What follows belongs to an exercise in optimizing a design on an open flow for small area, a short achievable clock period and few clock cycles per item; a production flow would make more cautious choices.
Function was checked by simulation only, so behaviour that the tests miss may differ from the original.
Power and IR drop assume default switching activity.

==> inputs of run F <==
==> flow/design.v <==
module execute_md #(
    parameter int unsigned MUL_STEP = 4
) (
    input  logic        clk,
    input  logic        rst,
    input  logic        valid_id_ex,
    input  logic        flush_id_ex,
    input  logic        mem_stall,
    input  logic [3:0]  alu_op_id_ex,
    input  logic        alu_sel_id_ex,
    input  logic [3:0]  md_op_id_ex,
    input  logic [31:0] imm_id_ex,
    input  logic [31:0] rs_data_id_ex,
    input  logic [31:0] rt_data_id_ex,
    input  logic        mem_en_id_ex,
    input  logic        rd_en_id_ex,
    input  logic        rd_data_sel_id_ex,
    input  logic [4:0]  rd_addr_id_ex,
    output logic        stall_ex_id,
    output logic        valid_ex_mem,
    output logic [31:0] alu_data_ex_mem,
    output logic [31:0] rt_data_ex_mem,
    output logic        rd_en_ex_mem,
    output logic        mem_en_ex_mem,
    output logic        rd_data_sel_ex_mem,
    output logic [4:0]  rd_addr_ex_mem,
    output logic        md_busy
);
    localparam int unsigned DIV_R = 2;               
    localparam int unsigned DIV_STEPS = 32 / DIV_R;
    logic w_mul, w_mul_s, w_div, w_div_s, w_mthi, w_mtlo, w_mfhi, w_mflo;
    logic w_rd_block, w_hilo_op, w_interlock, w_accept;
    logic r_busy;
    always_comb begin
        w_mul   = (md_op_id_ex == 4'd1) || (md_op_id_ex == 4'd2);
        w_mul_s = (md_op_id_ex == 4'd1);
        w_div   = (md_op_id_ex == 4'd8) || (md_op_id_ex == 4'd9);
        w_div_s = (md_op_id_ex == 4'd8);
        w_mfhi  = (md_op_id_ex == 4'd3);
        w_mflo  = (md_op_id_ex == 4'd4);
        w_mthi  = (md_op_id_ex == 4'd5);
        w_mtlo  = (md_op_id_ex == 4'd6);
        w_rd_block  = w_mul | w_div | w_mthi | w_mtlo;
        w_hilo_op   = w_rd_block | w_mfhi | w_mflo;
        w_interlock = valid_id_ex & ~flush_id_ex & w_hilo_op & r_busy;
        w_accept    = valid_id_ex & ~flush_id_ex & ~mem_stall & ~w_interlock;
        stall_ex_id = mem_stall | w_interlock;
    end
    logic [31:0] w_a, w_b, w_alu_res, w_sh_in, w_sh_out;
    logic [32:0] w_sum, w_sh_wide;
    logic [33:0] w_sum2;
    logic        w_sub, w_sll, w_fill, w_lt, w_ltu;
    function automatic logic [31:0] rev32(input logic [31:0] v);
        for (int i = 0; i < 32; i++) rev32[i] = v[31-i];
    endfunction
    always_comb begin
        w_a    = rs_data_id_ex;
        w_b    = alu_sel_id_ex ? imm_id_ex : rt_data_id_ex;
        w_sub  = (alu_op_id_ex == 4'd1) || (alu_op_id_ex == 4'd6) || (alu_op_id_ex == 4'd7);
        w_sum2 = {1'b0, w_a, 1'b1} + {1'b0, w_b ^ {32{w_sub}}, w_sub};
        w_sum  = w_sum2[33:1];
        w_ltu  = ~w_sum[32];
        w_lt   = (w_a[31] ^ w_b[31]) ? w_a[31] : w_sum[31];
        w_sll  = (alu_op_id_ex == 4'd8);
        w_fill = (alu_op_id_ex == 4'd10) & w_a[31];
        w_sh_in   = w_sll ? rev32(w_a) : w_a;
        w_sh_wide = $signed({w_fill, w_sh_in}) >>> w_b[4:0];
        w_sh_out  = w_sll ? rev32(w_sh_wide[31:0]) : w_sh_wide[31:0];
        case (alu_op_id_ex)
            4'd0, 4'd1:        w_alu_res = w_sum[31:0];
            4'd2:              w_alu_res = w_a & w_b;
            4'd3:              w_alu_res = w_a | w_b;
            4'd4:              w_alu_res = w_a ^ w_b;
            4'd5:              w_alu_res = ~(w_a | w_b);
            4'd6:              w_alu_res = {31'd0, w_lt};
            4'd7:              w_alu_res = {31'd0, w_ltu};
            4'd8, 4'd9, 4'd10: w_alu_res = w_sh_out;
            4'd11:             w_alu_res = {w_b[15:0], 16'd0};
            default:           w_alu_res = '0;
        endcase
    end
    logic [32:0] r_hi;       
    logic [31:0] r_lo;
    logic [32:0] r_op;       
    logic        r_cin;      
    logic [4:0]  r_cnt;      
    logic        r_div;      
    logic        r_setup;    
    logic        r_dzero;    
    logic [1:0]  r_align;    
    logic        r_ep;       
    logic        r_en;       
    logic        r_ylast;    
    logic        r_hi_neg;   
    logic        r_lo_neg;   
    function automatic logic [1:0] mag_class(input logic [31:0] v, input logic sgn);
        logic s, f8, f16;
        s   = sgn & v[31];
        f8  = (v[31:8]  == {24{s}});
        f16 = (v[31:16] == {16{s}});
        mag_class = f8 ? 2'd0 : (f16 ? 2'd1 : 2'd2);
    endfunction
    logic [1:0]  w_cls_rs, w_cls_rt, w_cls;
    logic        w_swap, w_ys, w_ytop;
    logic [31:0] w_mplier, w_mcand;
    always_comb begin
        w_cls_rs = mag_class(rs_data_id_ex, w_mul_s);
        w_cls_rt = mag_class(rt_data_id_ex, w_mul_s);
        w_swap   = (w_cls_rs < w_cls_rt);
        w_cls    = w_swap ? w_cls_rs : w_cls_rt;
        w_mplier = w_swap ? rs_data_id_ex : rt_data_id_ex;
        w_mcand  = w_swap ? rt_data_id_ex : rs_data_id_ex;
        w_ys     = w_mul_s & w_mplier[31];
        w_ytop   = (w_cls == 2'd0) ? w_mplier[7] : (w_cls == 2'd1) ? w_mplier[15] : w_mplier[31];
    end
    logic        w_n_neg, w_d_neg;
    logic [31:0] w_n_abs;
    always_comb begin
        w_n_neg = w_div_s & rs_data_id_ex[31];
        w_d_neg = w_div_s & rt_data_id_ex[31];
        w_n_abs = w_n_neg ? (~rs_data_id_ex + 32'd1) : rs_data_id_ex;
    end
    function automatic logic [34:0] booth_pp(input logic [32:0] x, input logic [2:0] y,
                                             output logic neg);
        logic one, two;
        one = y[1] ^ y[0];
        two = (y[2] & ~y[1] & ~y[0]) | (~y[2] & y[1] & y[0]);
        neg = y[2] & ~(y[1] & y[0]);
        booth_pp = (({35{one}} & {{2{x[32]}}, x}) | ({35{two}} & {x[32], x, 1'b0})) ^ {35{neg}};
    endfunction
    logic [34:0] w_pp0, w_pp1;
    logic        w_neg0, w_neg1, w_extra, w_last;
    logic [37:0] w_macc;
    logic [64:0] w_mul_p;
    logic [63:0] w_mul_fin;
    always_comb begin
        w_pp0   = booth_pp(r_op, {r_lo[1:0], r_ylast}, w_neg0);
        w_pp1   = booth_pp(r_op, r_lo[3:1], w_neg1);
        w_last  = (r_cnt == 5'd0);
        w_extra = (r_ep | r_en) & w_last;
        w_macc  = {{5{r_hi[32]}}, r_hi}
                + {{3{w_pp0[34]}}, w_pp0}
                + {w_pp1[34], w_pp1, 2'b00}
                + ({38{w_extra}} & {({34{r_en}} ^ {r_op[32], r_op}), 4'b0000})
                + {33'd0, r_en & w_last, 1'b0, w_neg1, 1'b0, w_neg0};
        w_mul_p = {w_macc[36:0], r_lo[31:4]};
        case (r_align)
            2'd1:    w_mul_fin = 64'($signed(w_mul_p) >>> 16);
            2'd2:    w_mul_fin = 64'($signed(w_mul_p) >>> 24);
            default: w_mul_fin = w_mul_p[63:0];
        endcase
    end
    function automatic logic [33:0] dsub(input logic [32:0] x, input logic [32:0] op,
                                         input logic cin);
        logic [34:0] t;
        t    = {1'b0, x, 1'b1} + {1'b1, op, cin};
        dsub = t[34:1];
    endfunction
    logic [33:0] w_t1, w_t2;
    logic        w_q1, w_q2;
    logic [31:0] w_r1, w_r2, w_div_hi, w_div_lo;
    always_comb begin
        w_t1 = dsub({r_hi[31:0], r_lo[31]}, r_op, r_cin);
        w_q1 = ~w_t1[33];
        w_r1 = w_q1 ? w_t1[31:0] : {r_hi[30:0], r_lo[31]};
        if (DIV_R == 2) begin
            w_t2 = dsub({w_r1, r_lo[30]}, r_op, r_cin);
            w_q2 = ~w_t2[33];
            w_r2 = w_q2 ? w_t2[31:0] : {w_r1[30:0], r_lo[30]};
            w_div_hi = w_r2;
            w_div_lo = {r_lo[29:0], w_q1, w_q2};
        end else begin
            w_t2 = '0;
            w_q2 = 1'b0;
            w_r2 = '0;
            w_div_hi = w_r1;
            w_div_lo = {r_lo[30:0], w_q1};
        end
    end
    logic        w_lt32, w_lt16;
    logic [33:0] w_c32, w_c16;
    always_comb begin
        w_c32  = dsub({1'b0, r_lo}, r_op, r_cin);
        w_c16  = dsub({17'd0, r_lo[31:16]}, r_op, r_cin);
        w_lt32 = w_c32[33];
        w_lt16 = w_c16[33];
    end
    always_ff @(posedge clk) begin
        if (rst) begin
            r_busy   <= 1'b0;
            r_hi     <= '0;
            r_lo     <= '0;
            r_hi_neg <= 1'b0;
            r_lo_neg <= 1'b0;
        end else if (r_busy) begin
            if (r_div) begin
                r_setup <= 1'b0;
                r_cnt   <= r_cnt - 5'd1;
                if (r_setup && (r_dzero || w_lt32)) begin
                    r_hi   <= {1'b0, r_lo};
                    r_lo   <= r_dzero ? 32'hFFFF_FFFF : 32'd0;
                    r_busy <= 1'b0;
                end else if (r_setup && w_lt16) begin
                    r_hi  <= {17'd0, r_lo[31:16]};
                    r_lo  <= {r_lo[15:0], 16'd0};
                    r_cnt <= 5'(16 / DIV_R - 1);
                end else begin
                    r_hi <= {1'b0, w_div_hi};
                    r_lo <= w_div_lo;
                    if (r_cnt == 5'd0) r_busy <= 1'b0;
                end
            end else begin
                r_cnt   <= r_cnt - 5'd1;
                r_ylast <= r_lo[3];
                if (w_last) begin
                    r_hi   <= {1'b0, w_mul_fin[63:32]};
                    r_lo   <= w_mul_fin[31:0];
                    r_busy <= 1'b0;
                end else begin
                    r_hi <= w_mul_p[64:32];
                    r_lo <= w_mul_p[31:0];
                end
            end
        end else if (w_accept & w_mul) begin
            r_busy   <= 1'b1;
            r_div    <= 1'b0;
            r_hi     <= '0;
            r_lo     <= w_mplier;
            r_op     <= {w_mul_s & w_mcand[31], w_mcand};
            r_ep     <= ~w_ys & w_ytop;
            r_en     <= w_ys & ~w_ytop;
            r_ylast  <= 1'b0;
            r_align  <= (w_cls == 2'd0) ? 2'd2 : (w_cls == 2'd1) ? 2'd1 : 2'd0;
            r_cnt    <= (w_cls == 2'd0) ? 5'd1 : (w_cls == 2'd1) ? 5'd3 : 5'd7;
            r_hi_neg <= 1'b0;
            r_lo_neg <= 1'b0;
        end else if (w_accept & w_div) begin
            r_busy   <= 1'b1;
            r_div    <= 1'b1;
            r_setup  <= 1'b1;
            r_hi     <= '0;
            r_lo     <= w_n_abs;
            r_op     <= {1'b1, w_d_neg ? rt_data_id_ex : ~rt_data_id_ex};
            r_cin    <= ~w_d_neg;
            r_dzero  <= (rt_data_id_ex == 32'd0);
            r_cnt    <= 5'(DIV_STEPS - 1);
            r_hi_neg <= w_n_neg;
            r_lo_neg <= (w_n_neg ^ w_d_neg) & (rt_data_id_ex != 32'd0);
        end else if (w_accept & w_mthi) begin
            r_hi     <= {1'b0, rs_data_id_ex};
            r_hi_neg <= 1'b0;
        end else if (w_accept & w_mtlo) begin
            r_lo     <= rs_data_id_ex;
            r_lo_neg <= 1'b0;
        end
    end
    logic [31:0] w_hl, w_hl_val;
    logic        w_hl_neg;
    always_comb begin
        w_hl     = w_mfhi ? r_hi[31:0] : r_lo;
        w_hl_neg = w_mfhi ? r_hi_neg : r_lo_neg;
        w_hl_val = (w_hl ^ {32{w_hl_neg}}) + {31'd0, w_hl_neg};
    end
    logic        r_valid, r_rd_en, r_mem_en, r_rd_sel;
    logic [31:0] r_alu_data, r_rt_data;
    logic [4:0]  r_rd_addr;
    always_ff @(posedge clk) begin
        if (rst) begin
            r_valid  <= 1'b0;
            r_rd_en  <= 1'b0;
            r_mem_en <= 1'b0;
        end else if (!mem_stall) begin
            r_valid  <= w_accept;
            r_rd_en  <= w_accept & rd_en_id_ex & ~w_rd_block;
            r_mem_en <= w_accept & mem_en_id_ex;
        end
    end
    always_ff @(posedge clk) begin
        if (!mem_stall) begin
            r_alu_data <= (w_mfhi | w_mflo) ? w_hl_val : w_alu_res;
            r_rt_data  <= rt_data_id_ex;
            r_rd_sel   <= rd_data_sel_id_ex;
            r_rd_addr  <= rd_addr_id_ex;
        end
    end
    assign valid_ex_mem       = r_valid;
    assign alu_data_ex_mem    = r_alu_data;
    assign rt_data_ex_mem     = r_rt_data;
    assign rd_en_ex_mem       = r_rd_en;
    assign mem_en_ex_mem      = r_mem_en;
    assign rd_data_sel_ex_mem = r_rd_sel;
    assign rd_addr_ex_mem     = r_rd_addr;
    assign md_busy            = r_busy;
endmodule
==> flow/run.sh <==
#!/bin/bash
# synth_recipe.tcl (not shown) runs the flow's synth.tcl, then flattens the netlist and writes it again
# the make line also repeats each setting of config.mk as NAME=value (left out here)
make -C /OpenROAD-flow-scripts/flow DESIGN_CONFIG=/design/flow/config.mk WORK_HOME=/design/flow/orfs CLKGATE_MAP_FILE= SYNTH_SCRIPT=/design/flow/synth_recipe.tcl finish
==> flow/config.mk <==
export PLATFORM = sky130hd
export DESIGN_NAME = execute_md
export DESIGN_NICKNAME = execute_md
export VERILOG_FILES = /design/flow/design.v
export SDC_FILE = /design/flow/constraint.sdc
export NUM_CORES = 4
export LEC_CHECK = 0
export CAP_MARGIN = 20
export CORE_MARGIN = 2
export CORE_UTILIZATION = 40
export SLEW_MARGIN = 20
==> flow/constraint.sdc <==
create_clock -name core_clock -period 6.0 [get_ports {clk}]
set_input_delay 1.2000 -clock core_clock [delete_from_list [all_inputs] [get_ports {clk}]]
set_output_delay 1.2000 -clock core_clock [all_outputs]
set_load 0.01 [all_outputs]
==> run C (differences from run F) <==
==> flow/design.v, changed modules only <==
module execute_md #(
    parameter int unsigned MUL_STEP = 4
) (
    input  logic        clk,
    input  logic        rst,
    input  logic        valid_id_ex,
    input  logic        flush_id_ex,
    input  logic        mem_stall,
    input  logic [3:0]  alu_op_id_ex,
    input  logic        alu_sel_id_ex,
    input  logic [3:0]  md_op_id_ex,
    input  logic [31:0] imm_id_ex,
    input  logic [31:0] rs_data_id_ex,
    input  logic [31:0] rt_data_id_ex,
    input  logic        mem_en_id_ex,
    input  logic        rd_en_id_ex,
    input  logic        rd_data_sel_id_ex,
    input  logic [4:0]  rd_addr_id_ex,
    output logic        stall_ex_id,
    output logic        valid_ex_mem,
    output logic [31:0] alu_data_ex_mem,
    output logic [31:0] rt_data_ex_mem,
    output logic        rd_en_ex_mem,
    output logic        mem_en_ex_mem,
    output logic        rd_data_sel_ex_mem,
    output logic [4:0]  rd_addr_ex_mem,
    output logic        md_busy
);
    localparam int unsigned DIV_R = 2;               
    localparam int unsigned DIV_STEPS = 32 / DIV_R;
    logic w_mul, w_mul_s, w_div, w_div_s, w_mthi, w_mtlo, w_mfhi, w_mflo;
    logic w_rd_block, w_hilo_op, w_interlock, w_accept;
    logic r_busy;
    always_comb begin
        w_mul   = (md_op_id_ex == 4'd1) || (md_op_id_ex == 4'd2);
        w_mul_s = (md_op_id_ex == 4'd1);
        w_div   = (md_op_id_ex == 4'd8) || (md_op_id_ex == 4'd9);
        w_div_s = (md_op_id_ex == 4'd8);
        w_mfhi  = (md_op_id_ex == 4'd3);
        w_mflo  = (md_op_id_ex == 4'd4);
        w_mthi  = (md_op_id_ex == 4'd5);
        w_mtlo  = (md_op_id_ex == 4'd6);
        w_rd_block  = w_mul | w_div | w_mthi | w_mtlo;
        w_hilo_op   = w_rd_block | w_mfhi | w_mflo;
        w_interlock = valid_id_ex & ~flush_id_ex & w_hilo_op & r_busy;
        w_accept    = valid_id_ex & ~flush_id_ex & ~mem_stall & ~w_interlock;
        stall_ex_id = mem_stall | w_interlock;
    end
    logic [31:0] w_a, w_b, w_alu_res, w_sh_in, w_sh_out;
    logic [32:0] w_sum, w_sh_wide;
    logic [33:0] w_sum2;
    logic        w_sub, w_sll, w_fill, w_lt, w_ltu;
    function automatic logic [31:0] rev32(input logic [31:0] v);
        for (int i = 0; i < 32; i++) rev32[i] = v[31-i];
    endfunction
    always_comb begin
        w_a    = rs_data_id_ex;
        w_b    = alu_sel_id_ex ? imm_id_ex : rt_data_id_ex;
        w_sub  = (alu_op_id_ex == 4'd1) || (alu_op_id_ex == 4'd6) || (alu_op_id_ex == 4'd7);
        w_sum2 = {1'b0, w_a, 1'b1} + {1'b0, w_b ^ {32{w_sub}}, w_sub};
        w_sum  = w_sum2[33:1];
        w_ltu  = ~w_sum[32];
        w_lt   = (w_a[31] ^ w_b[31]) ? w_a[31] : w_sum[31];
        w_sll  = (alu_op_id_ex == 4'd8);
        w_fill = (alu_op_id_ex == 4'd10) & w_a[31];
        w_sh_in   = w_sll ? rev32(w_a) : w_a;
        w_sh_wide = $signed({w_fill, w_sh_in}) >>> w_b[4:0];
        w_sh_out  = w_sll ? rev32(w_sh_wide[31:0]) : w_sh_wide[31:0];
        case (alu_op_id_ex)
            4'd0, 4'd1:        w_alu_res = w_sum[31:0];
            4'd2:              w_alu_res = w_a & w_b;
            4'd3:              w_alu_res = w_a | w_b;
            4'd4:              w_alu_res = w_a ^ w_b;
            4'd5:              w_alu_res = ~(w_a | w_b);
            4'd6:              w_alu_res = {31'd0, w_lt};
            4'd7:              w_alu_res = {31'd0, w_ltu};
            4'd8, 4'd9, 4'd10: w_alu_res = w_sh_out;
            4'd11:             w_alu_res = {w_b[15:0], 16'd0};
            default:           w_alu_res = '0;
        endcase
    end
    logic [33:0] r_hi;       
    logic [31:0] r_lo;
    logic [32:0] r_op;       
    logic        r_cin;      
    logic [4:0]  r_cnt;      
    logic        r_div;      
    logic        r_setup;    
    logic        r_dzero;    
    logic [1:0]  r_align;    
    logic [1:0]  r_sh;       
    logic        r_ep;       
    logic        r_en;       
    logic        r_xp;       
    logic        r_xn;       
    logic [5:0]  r_bsel;     
    logic        r_hi_neg;   
    logic        r_lo_neg;   
    function automatic logic [1:0] mag_class(input logic [31:0] v, input logic sgn);
        logic s, f8, f16;
        s   = sgn & v[31];
        f8  = (v[31:8]  == {24{s}});
        f16 = (v[31:16] == {16{s}});
        mag_class = f8 ? 2'd0 : (f16 ? 2'd1 : 2'd2);
    endfunction
    logic [1:0]  w_cls_rs, w_cls_rt, w_cls;
    logic        w_swap, w_ys, w_ytop;
    logic [31:0] w_mplier, w_mcand;
    always_comb begin
        w_cls_rs = mag_class(rs_data_id_ex, w_mul_s);
        w_cls_rt = mag_class(rt_data_id_ex, w_mul_s);
        w_swap   = (w_cls_rs < w_cls_rt);
        w_cls    = w_swap ? w_cls_rs : w_cls_rt;
        w_mplier = w_swap ? rs_data_id_ex : rt_data_id_ex;
        w_mcand  = w_swap ? rt_data_id_ex : rs_data_id_ex;
        w_ys     = w_mul_s & w_mplier[31];
        w_ytop   = (w_cls == 2'd0) ? w_mplier[7] : (w_cls == 2'd1) ? w_mplier[15] : w_mplier[31];
    end
    function automatic logic [31:0] neg_if(input logic [31:0] x, input logic neg);
        logic [31:0] below;
        below[0] = 1'b0;
        for (int i = 1; i < 32; i++) below[i] = below[i-1] | x[i-1];
        neg_if = x ^ ({32{neg}} & below);
    endfunction
    logic        w_n_neg, w_d_neg;
    logic [31:0] w_n_abs;
    always_comb begin
        w_n_neg = w_div_s & rs_data_id_ex[31];
        w_d_neg = w_div_s & rt_data_id_ex[31];
        w_n_abs = neg_if(rs_data_id_ex, w_n_neg);
    end
    function automatic logic [2:0] booth_enc(input logic [2:0] y);
        booth_enc[0] = y[1] ^ y[0];
        booth_enc[1] = (y[2] & ~y[1] & ~y[0]) | (~y[2] & y[1] & y[0]);
        booth_enc[2] = y[2] & ~(y[1] & y[0]);
    endfunction
    function automatic logic [34:0] booth_pp(input logic [32:0] x, input logic [2:0] e);
        booth_pp = (({35{e[0]}} & {{2{x[32]}}, x}) | ({35{e[1]}} & {x[32], x, 1'b0})) ^ {35{e[2]}};
    endfunction
    logic [34:0] w_pp0, w_pp1;
    logic [37:0] w_macc;
    logic [64:0] w_mul_p;
    logic [63:0] w_mul_fin;
    always_comb begin
        w_pp0   = booth_pp(r_op, r_bsel[2:0]);
        w_pp1   = booth_pp(r_op, r_bsel[5:3]);
        w_macc  = {{4{r_hi[33]}}, r_hi}
                + {{3{w_pp0[34]}}, w_pp0}
                + {w_pp1[34], w_pp1, 2'b00}
                + ({38{r_xp | r_xn}} & {({34{r_xn}} ^ {r_op[32], r_op}), 4'b0000})
                + {33'd0, r_xn, 1'b0, r_bsel[5], 1'b0, r_bsel[2]};
        w_mul_p = {w_macc[36:0], r_lo[31:4]};
        w_mul_fin = ({64{r_sh == 2'd0}} & w_mul_p[63:0])
                  | ({64{r_sh == 2'd1}} & 64'($signed(w_mul_p) >>> 16))
                  | ({64{r_sh == 2'd2}} & 64'($signed(w_mul_p) >>> 24));
    end
    function automatic logic [33:0] dsub(input logic [32:0] x, input logic [32:0] op,
                                         input logic cin);
        logic [34:0] t;
        t    = {1'b0, x, 1'b1} + {1'b1, op, cin};
        dsub = t[34:1];
    endfunction
    logic [33:0] w_t1, w_t2;
    logic        w_q1, w_q2;
    logic [31:0] w_r1, w_r2, w_div_hi, w_div_lo;
    always_comb begin
        w_t1 = dsub({r_hi[31:0], r_lo[31]}, r_op, r_cin);
        w_q1 = ~w_t1[33];
        w_r1 = w_q1 ? w_t1[31:0] : {r_hi[30:0], r_lo[31]};
        if (DIV_R == 2) begin
            w_t2 = dsub({w_r1, r_lo[30]}, r_op, r_cin);
            w_q2 = ~w_t2[33];
            w_r2 = w_q2 ? w_t2[31:0] : {w_r1[30:0], r_lo[30]};
            w_div_hi = w_r2;
            w_div_lo = {r_lo[29:0], w_q1, w_q2};
        end else begin
            w_t2 = '0;
            w_q2 = 1'b0;
            w_r2 = '0;
            w_div_hi = w_r1;
            w_div_lo = {r_lo[30:0], w_q1};
        end
    end
    logic        w_lt32, w_lt16;
    logic [33:0] w_c32, w_c16;
    always_comb begin
        w_c32  = dsub({1'b0, r_lo}, r_op, r_cin);
        w_c16  = dsub({17'd0, r_lo[31:16]}, r_op, r_cin);
        w_lt32 = w_c32[33];
        w_lt16 = w_c16[33];
    end
    logic        w_dfin, w_dskip, w_sel_m, w_sel_d, w_sel_o;
    logic [33:0] w_hi_o, w_hi_d;
    logic [31:0] w_lo_o, w_lo_d;
    always_comb begin
        w_dfin  = r_setup & (r_dzero | w_lt32);
        w_dskip = r_setup & ~w_dfin & w_lt16;
        w_sel_m = ~rst & r_busy & ~r_div;
        w_sel_d = ~rst & r_busy & r_div & ~w_dfin & ~w_dskip;
        w_sel_o = ~rst & ~w_sel_m & ~w_sel_d;
        if (r_busy) begin
            w_hi_o = w_dfin ? {2'b00, r_lo} : {18'd0, r_lo[31:16]};
            w_lo_o = w_dfin ? (r_dzero ? 32'hFFFF_FFFF : 32'd0) : {r_lo[15:0], 16'd0};
        end else begin
            w_hi_o = r_hi;
            w_lo_o = r_lo;
            if (w_accept & w_mul) begin
                w_hi_o = '0;
                w_lo_o = w_mplier;
            end else if (w_accept & w_div) begin
                w_hi_o = '0;
                w_lo_o = w_n_abs;
            end else if (w_accept & w_mthi) begin
                w_hi_o = {2'b00, rs_data_id_ex};
            end else if (w_accept & w_mtlo) begin
                w_lo_o = rs_data_id_ex;
            end
        end
        w_hi_d = ({34{w_sel_m}} & {w_macc[37:36], w_mul_fin[63:32]})
               | ({34{w_sel_d}} & {2'b00, w_div_hi})
               | ({34{w_sel_o}} & w_hi_o);
        w_lo_d = ({32{w_sel_m}} & w_mul_fin[31:0])
               | ({32{w_sel_d}} & w_div_lo)
               | ({32{w_sel_o}} & w_lo_o);
    end
    always_ff @(posedge clk) begin
        r_hi <= w_hi_d;
        r_lo <= w_lo_d;
    end
    always_ff @(posedge clk) begin
        if (rst) begin
            r_busy   <= 1'b0;
            r_hi_neg <= 1'b0;
            r_lo_neg <= 1'b0;
        end else if (r_busy) begin
            if (r_div) begin
                r_setup <= 1'b0;
                r_cnt   <= r_cnt - 5'd1;
                if (w_dfin) begin
                    r_busy <= 1'b0;
                end else if (w_dskip) begin
                    r_cnt <= 5'(16 / DIV_R - 1);
                end else if (r_cnt == 5'd0) begin
                    r_busy <= 1'b0;
                end
            end else begin
                r_cnt  <= r_cnt - 5'd1;
                r_bsel <= {booth_enc(r_lo[7:5]), booth_enc(r_lo[5:3])};
                r_sh   <= (r_cnt == 5'd1) ? r_align : 2'd0;
                r_xp   <= r_ep & (r_cnt == 5'd1);
                r_xn   <= r_en & (r_cnt == 5'd1);
                if (r_cnt == 5'd0) r_busy <= 1'b0;
            end
        end else if (w_accept & w_mul) begin
            r_busy   <= 1'b1;
            r_div    <= 1'b0;
            r_op     <= {w_mul_s & w_mcand[31], w_mcand};
            r_ep     <= ~w_ys & w_ytop;
            r_en     <= w_ys & ~w_ytop;
            r_bsel   <= {booth_enc(w_mplier[3:1]), booth_enc({w_mplier[1:0], 1'b0})};
            r_sh     <= 2'd0;
            r_xp     <= 1'b0;
            r_xn     <= 1'b0;
            r_align  <= (w_cls == 2'd0) ? 2'd2 : (w_cls == 2'd1) ? 2'd1 : 2'd0;
            r_cnt    <= (w_cls == 2'd0) ? 5'd1 : (w_cls == 2'd1) ? 5'd3 : 5'd7;
            r_hi_neg <= 1'b0;
            r_lo_neg <= 1'b0;
        end else if (w_accept & w_div) begin
            r_busy   <= 1'b1;
            r_div    <= 1'b1;
            r_setup  <= 1'b1;
            r_op     <= {1'b1, w_d_neg ? rt_data_id_ex : ~rt_data_id_ex};
            r_cin    <= ~w_d_neg;
            r_dzero  <= (rt_data_id_ex == 32'd0);
            r_cnt    <= 5'(DIV_STEPS - 1);
            r_hi_neg <= w_n_neg;
            r_lo_neg <= (w_n_neg ^ w_d_neg) & (rt_data_id_ex != 32'd0);
        end else if (w_accept & w_mthi) begin
            r_hi_neg <= 1'b0;
        end else if (w_accept & w_mtlo) begin
            r_lo_neg <= 1'b0;
        end
    end
    logic [31:0] w_hl, w_hl_val;
    logic        w_hl_neg;
    always_comb begin
        w_hl     = w_mfhi ? r_hi[31:0] : r_lo;
        w_hl_neg = w_mfhi ? r_hi_neg : r_lo_neg;
        w_hl_val = neg_if(w_hl, w_hl_neg);
    end
    logic        r_valid, r_rd_en, r_mem_en, r_rd_sel;
    logic [31:0] r_alu_data, r_rt_data;
    logic [4:0]  r_rd_addr;
    always_ff @(posedge clk) begin
        if (rst) begin
            r_valid  <= 1'b0;
            r_rd_en  <= 1'b0;
            r_mem_en <= 1'b0;
        end else if (!mem_stall) begin
            r_valid  <= w_accept;
            r_rd_en  <= w_accept & rd_en_id_ex & ~w_rd_block;
            r_mem_en <= w_accept & mem_en_id_ex;
        end
    end
    always_ff @(posedge clk) begin
        if (!mem_stall) begin
            r_alu_data <= (w_mfhi | w_mflo) ? w_hl_val : w_alu_res;
            r_rt_data  <= rt_data_id_ex;
            r_rd_sel   <= rd_data_sel_id_ex;
            r_rd_addr  <= rd_addr_id_ex;
        end
    end
    assign valid_ex_mem       = r_valid;
    assign alu_data_ex_mem    = r_alu_data;
    assign rt_data_ex_mem     = r_rt_data;
    assign rd_en_ex_mem       = r_rd_en;
    assign mem_en_ex_mem      = r_mem_en;
    assign rd_data_sel_ex_mem = r_rd_sel;
    assign rd_addr_ex_mem     = r_rd_addr;
    assign md_busy            = r_busy;
endmodule
--- a/flow/config.mk
+++ b/flow/config.mk
@@ -8,4 +8,5 @@
 export CAP_MARGIN = 20
 export CORE_MARGIN = 2
 export CORE_UTILIZATION = 40
+export SETUP_SLACK_MARGIN = 1.0
 export SLEW_MARGIN = 20
==> run notes <==
quantity                                                     run F        run C
Sinks on Clock Net                                             188          198
Metal1 wirelength                                        60,700 um    58,700 um
Power drawn by the combinational cells                     2680 uW      3090 uW
Core Footprint                                         74,700 um^2  74,400 um^2
Result of the run                         timing/DRC/antenna clean  timing/DRC/antenna clean
Antenna cells                                                    3            4
Beginning of the worst hold path                           r_rd_en     r_hi[32]
Number of placed instances, taps included                    5,177        4,892
Post-Place Setup Slack                                   -0.101 ns    0.0695 ns
Maximum frequency from static timing analysis            0.172 GHz    0.188 GHz
Start of the worst register-to-register path               r_ylast      r_op[0]
End point of the worst hold path                           r_rd_en     r_hi[32]
Placer congestion estimate                                    1.08         1.04
RSZ-0062 raised after global routing                         false         true
Period Utilization, post-route                               97.0%        88.9%
Buffers excl. clock                                            629          610
Proportion of cell area occupied by multi-input gates        65.5%        66.4%
Rel. slew slack                                              20.2%        22.9%
Testbench counts of run F, summed over its fixed seeds: cycles 26,383, instrs 18,000.
Testbench counts of run C, summed over its fixed seeds: cycles 26,383, instrs 18,000.

[what the ideal ports hide]
In the flow no input, the clock included, has a driving cell. The finished layouts below were timed again as built, in two steps. Step 1, drivers: a clkbuf_16 drives clk and a buf_2 each remaining input, both assumed. Step 2 times the ports against the registers' clock, not the clock port: input delays grow and output delays shrink by t, the midpoint of the rising clock arrivals with the driver on. Three values: no drivers, after step 1, after step 2; two values: the first two.
run	t (ns)	setup slack, ns	worst register clock-pin slew, ns
run F	0.571	0.180 / 0.180 / 0.059	0.09 / 0.09
run C	0.589	0.667 / 0.667 / 0.428	0.10 / 0.10
After both steps setup and hold are still met in every run listed. The setup slack of run C, which loses most, moves by 0.000 ns with the drivers and by -0.239 ns with both steps.
